This design comes from an exercise in tuning for small area, a short achievable clock period and few clock cycles per item on the open sky130 flow, not from production work.
At most, simulation tests tie the RTL to the original design; equivalence was not proved.

==> flow/design.v (excerpt) <==
module add_seq_ctrl
#(
    parameter int unsigned N     = add_seq_pkg::ADDSEQ_N,
    parameter int unsigned WORDS = add_seq_pkg::ADDSEQ_WORDS
) (
    input  logic             clk,
    input  logic             rst,
    input  logic             in_valid,
    output logic             in_ready,
    input  logic [N*WORDS-1:0] a,
    input  logic [N*WORDS-1:0] b,
    input  logic             cin,
    input  logic             sub,
    output logic             out_valid,
    input  logic             out_ready,
    output logic [N*WORDS-1:0] sum,
    output logic             cout
);
Size in the first run: roughly 3500 cells after synthesis, ~520 flip-flops, ~780 I/O pins.
export LEC_CHECK = 0
export CAP_MARGIN = 20
export CORE_MARGIN = 2
export CORE_UTILIZATION = 40
export SLEW_MARGIN = 20
create_clock -name core_clock -period 28.0 [get_ports {clk}]
standard.sh (not shown) runs the stock make flow with config.mk's settings and CLKGATE_MAP_FILE= SYNTH_SCRIPT=/design/flow/synth_recipe.tcl, a recipe that flattens the netlist after the stock synthesis.
==> flow/flow/run.sh <==
#!/bin/bash
# The standard layout (standard.sh), with two changes to how it is made:
#  - ports are buffered with sky130_fd_sc_hd__buf_1 instead of the delay buffer
#    buffer_ports picks by default;
#  - timing repair aims for extra setup slack, so the layout runs faster than
#    the 28 ns the constraints require.
# The constraints (constraint.sdc) are the standard flow's, unchanged. Each tool's log is in
# orfs/logs; this script's own output goes to standard.log.
MARGIN=19
bash standard.sh finish \
  "BUFFER_PORTS_ARGS=-buffer_cell sky130_fd_sc_hd__buf_1" \
  SETUP_SLACK_MARGIN=$MARGIN  "ABC_AREA=1" "DONT_USE_CELLS= sky130_fd_sc_hd__probe_p_8 sky130_fd_sc_hd__probec_p_8 sky130_fd_sc_hd__lpflow_bleeder_1 sky130_fd_sc_hd__lpflow_clkbufkapwr_1 sky130_fd_sc_hd__lpflow_clkbufkapwr_16 sky130_fd_sc_hd__lpflow_clkbufkapwr_2 sky130_fd_sc_hd__lpflow_clkbufkapwr_4 sky130_fd_sc_hd__lpflow_clkbufkapwr_8 sky130_fd_sc_hd__lpflow_clkinvkapwr_1 sky130_fd_sc_hd__lpflow_clkinvkapwr_16 sky130_fd_sc_hd__lpflow_clkinvkapwr_2 sky130_fd_sc_hd__lpflow_clkinvkapwr_4 sky130_fd_sc_hd__lpflow_clkinvkapwr_8 sky130_fd_sc_hd__lpflow_decapkapwr_12 sky130_fd_sc_hd__lpflow_decapkapwr_3 sky130_fd_sc_hd__lpflow_decapkapwr_4 sky130_fd_sc_hd__lpflow_decapkapwr_6 sky130_fd_sc_hd__lpflow_decapkapwr_8 sky130_fd_sc_hd__lpflow_inputiso0n_1 sky130_fd_sc_hd__lpflow_inputiso0p_1 sky130_fd_sc_hd__lpflow_inputiso1n_1 sky130_fd_sc_hd__lpflow_inputiso1p_1 sky130_fd_sc_hd__lpflow_inputisolatch_1 sky130_fd_sc_hd__lpflow_isobufsrc_1 sky130_fd_sc_hd__lpflow_isobufsrc_16 sky130_fd_sc_hd__lpflow_isobufsrc_2 sky130_fd_sc_hd__lpflow_isobufsrc_4 sky130_fd_sc_hd__lpflow_isobufsrc_8 sky130_fd_sc_hd__lpflow_isobufsrckapwr_16 sky130_fd_sc_hd__lpflow_lsbuf_lh_hl_isowell_tap_1 sky130_fd_sc_hd__lpflow_lsbuf_lh_hl_isowell_tap_2 sky130_fd_sc_hd__lpflow_lsbuf_lh_hl_isowell_tap_4 sky130_fd_sc_hd__lpflow_lsbuf_lh_isowell_4 sky130_fd_sc_hd__lpflow_lsbuf_lh_isowell_tap_1 sky130_fd_sc_hd__lpflow_lsbuf_lh_isowell_tap_2 sky130_fd_sc_hd__lpflow_lsbuf_lh_isowell_tap_4  sky130_fd_sc_hd__fa_1 sky130_fd_sc_hd__fa_2 sky130_fd_sc_hd__fa_4" "CORE_UTILIZATION=60" "CTS_CLUSTER_SIZE=24" "CTS_CLUSTER_DIAMETER=90" > standard.log 2>&1
Testbench counts at the start, summed over its fixed seeds: cycles 1,288, items 1,280.
Edit:
--- a/flow/design.v
+++ b/flow/design.v
@@ -1,28 +1,29 @@
 package add_seq_pkg;
     localparam int unsigned ADDSEQ_N     = 64;
     localparam int unsigned ADDSEQ_WORDS = 4;
 endpackage
 module cla #(
     parameter int unsigned N = 256
 ) (
     input  logic [N-1:0] A,
     input  logic [N-1:0] B,
+    input  logic         Sub,
     input  logic         Cin,
     output logic [N-1:0] Sum,
     output logic         Cout
 );
     logic [N-1:0] g, p;
-    assign g = A & B;
-    assign p = A ^ B;
+    assign g = Sub ? (A & ~B) : (A & B);
+    assign p = (A ^ B) ^ {N{Sub}};
     logic LG0_0, LP0_0;
     assign LG0_0 = g[0];
     assign LP0_0 = p[0];
     logic LG0_1, LP0_1;
     assign LG0_1 = g[1] | (p[1] & LG0_0);
     assign LP0_1 = p[1] & LP0_0;
     logic LG0_2, LP0_2;
     assign LG0_2 = g[2] | (p[2] & LG0_1);
     assign LP0_2 = p[2] & LP0_1;
     logic LG0_3, LP0_3;
     assign LG0_3 = g[3] | (p[3] & LG0_2);
     assign LP0_3 = p[3] & LP0_2;
@@ -1501,33 +1502,34 @@
     input  logic             in_valid,
     output logic             in_ready,
     input  logic [N*WORDS-1:0] a,
     input  logic [N*WORDS-1:0] b,
     input  logic             cin,
     input  logic             sub,
     output logic             out_valid,
     input  logic             out_ready,
     output logic [N*WORDS-1:0] sum,
     output logic             cout
 );
     localparam int unsigned W = N * WORDS;
-    logic [W-1:0] b_eff;
+    logic         sub_eff;
     logic         c_eff;
     logic [W-1:0] add_sum;
     logic         add_cout;
-    assign b_eff = sub ? ~b : b;
-    assign c_eff = sub | cin;
+    assign sub_eff = sub;
+    assign c_eff   = sub | cin;
     cla #(.N(W)) u_cla (
         .A    (a),
-        .B    (b_eff),
+        .B    (b),
+        .Sub  (sub_eff),
         .Cin  (c_eff),
         .Sum  (add_sum),
         .Cout (add_cout)
     );
     logic         out_valid_q;    
     logic         skid_valid_q;   
     logic         in_ready_q;     
     logic [W:0]   res_q;          
     logic [W:0]   skid_q;
     logic accept, load_out;
     assign accept   = in_valid & in_ready_q;
     assign load_out = ~out_valid_q | out_ready;
=>
- core utilization decreases by 1.7 points
- die area increases by 9.7%
- clock skew stays flat
- first-iteration DRC count increases by 3.7%
- area after synthesis increases by about 10%
Function not checked in the second run of this note: the RTL went through the layout flow alone.

separate check: timing with driven ports:
How much do the figures lean on ideal ports? The routed layouts below were timed once more, with nothing changed but the port constraints.
Step 1 sets driving cells, clkbuf_16 on the clock port and buf_2 on the other inputs (assumed; they add their load-dependent delay and slew).
Step 2, shift: input delay + t, output delay - t, t = (earliest + latest rising clock arrival at the registers) / 2. This alone moves slack from input paths to output paths.
Slacks: ideal / step 1 / step 2; pairs: ideal / step 1.
run	t (ns)	setup WS [ns]	worst setup path after step 2	worst data-port slew with drivers (ns)	pins driven straight from the clock port
the first run	0.646	19.249 / 19.113 / 18.467	input to register	0.19	1
the second run	0.673	19.305 / 19.130 / 18.456	input to register	0.23	1
After both steps every run listed still meets setup and hold. The setup slack of the second run, which loses most, moves by -0.175 ns with the drivers and by -0.849 ns with both steps.
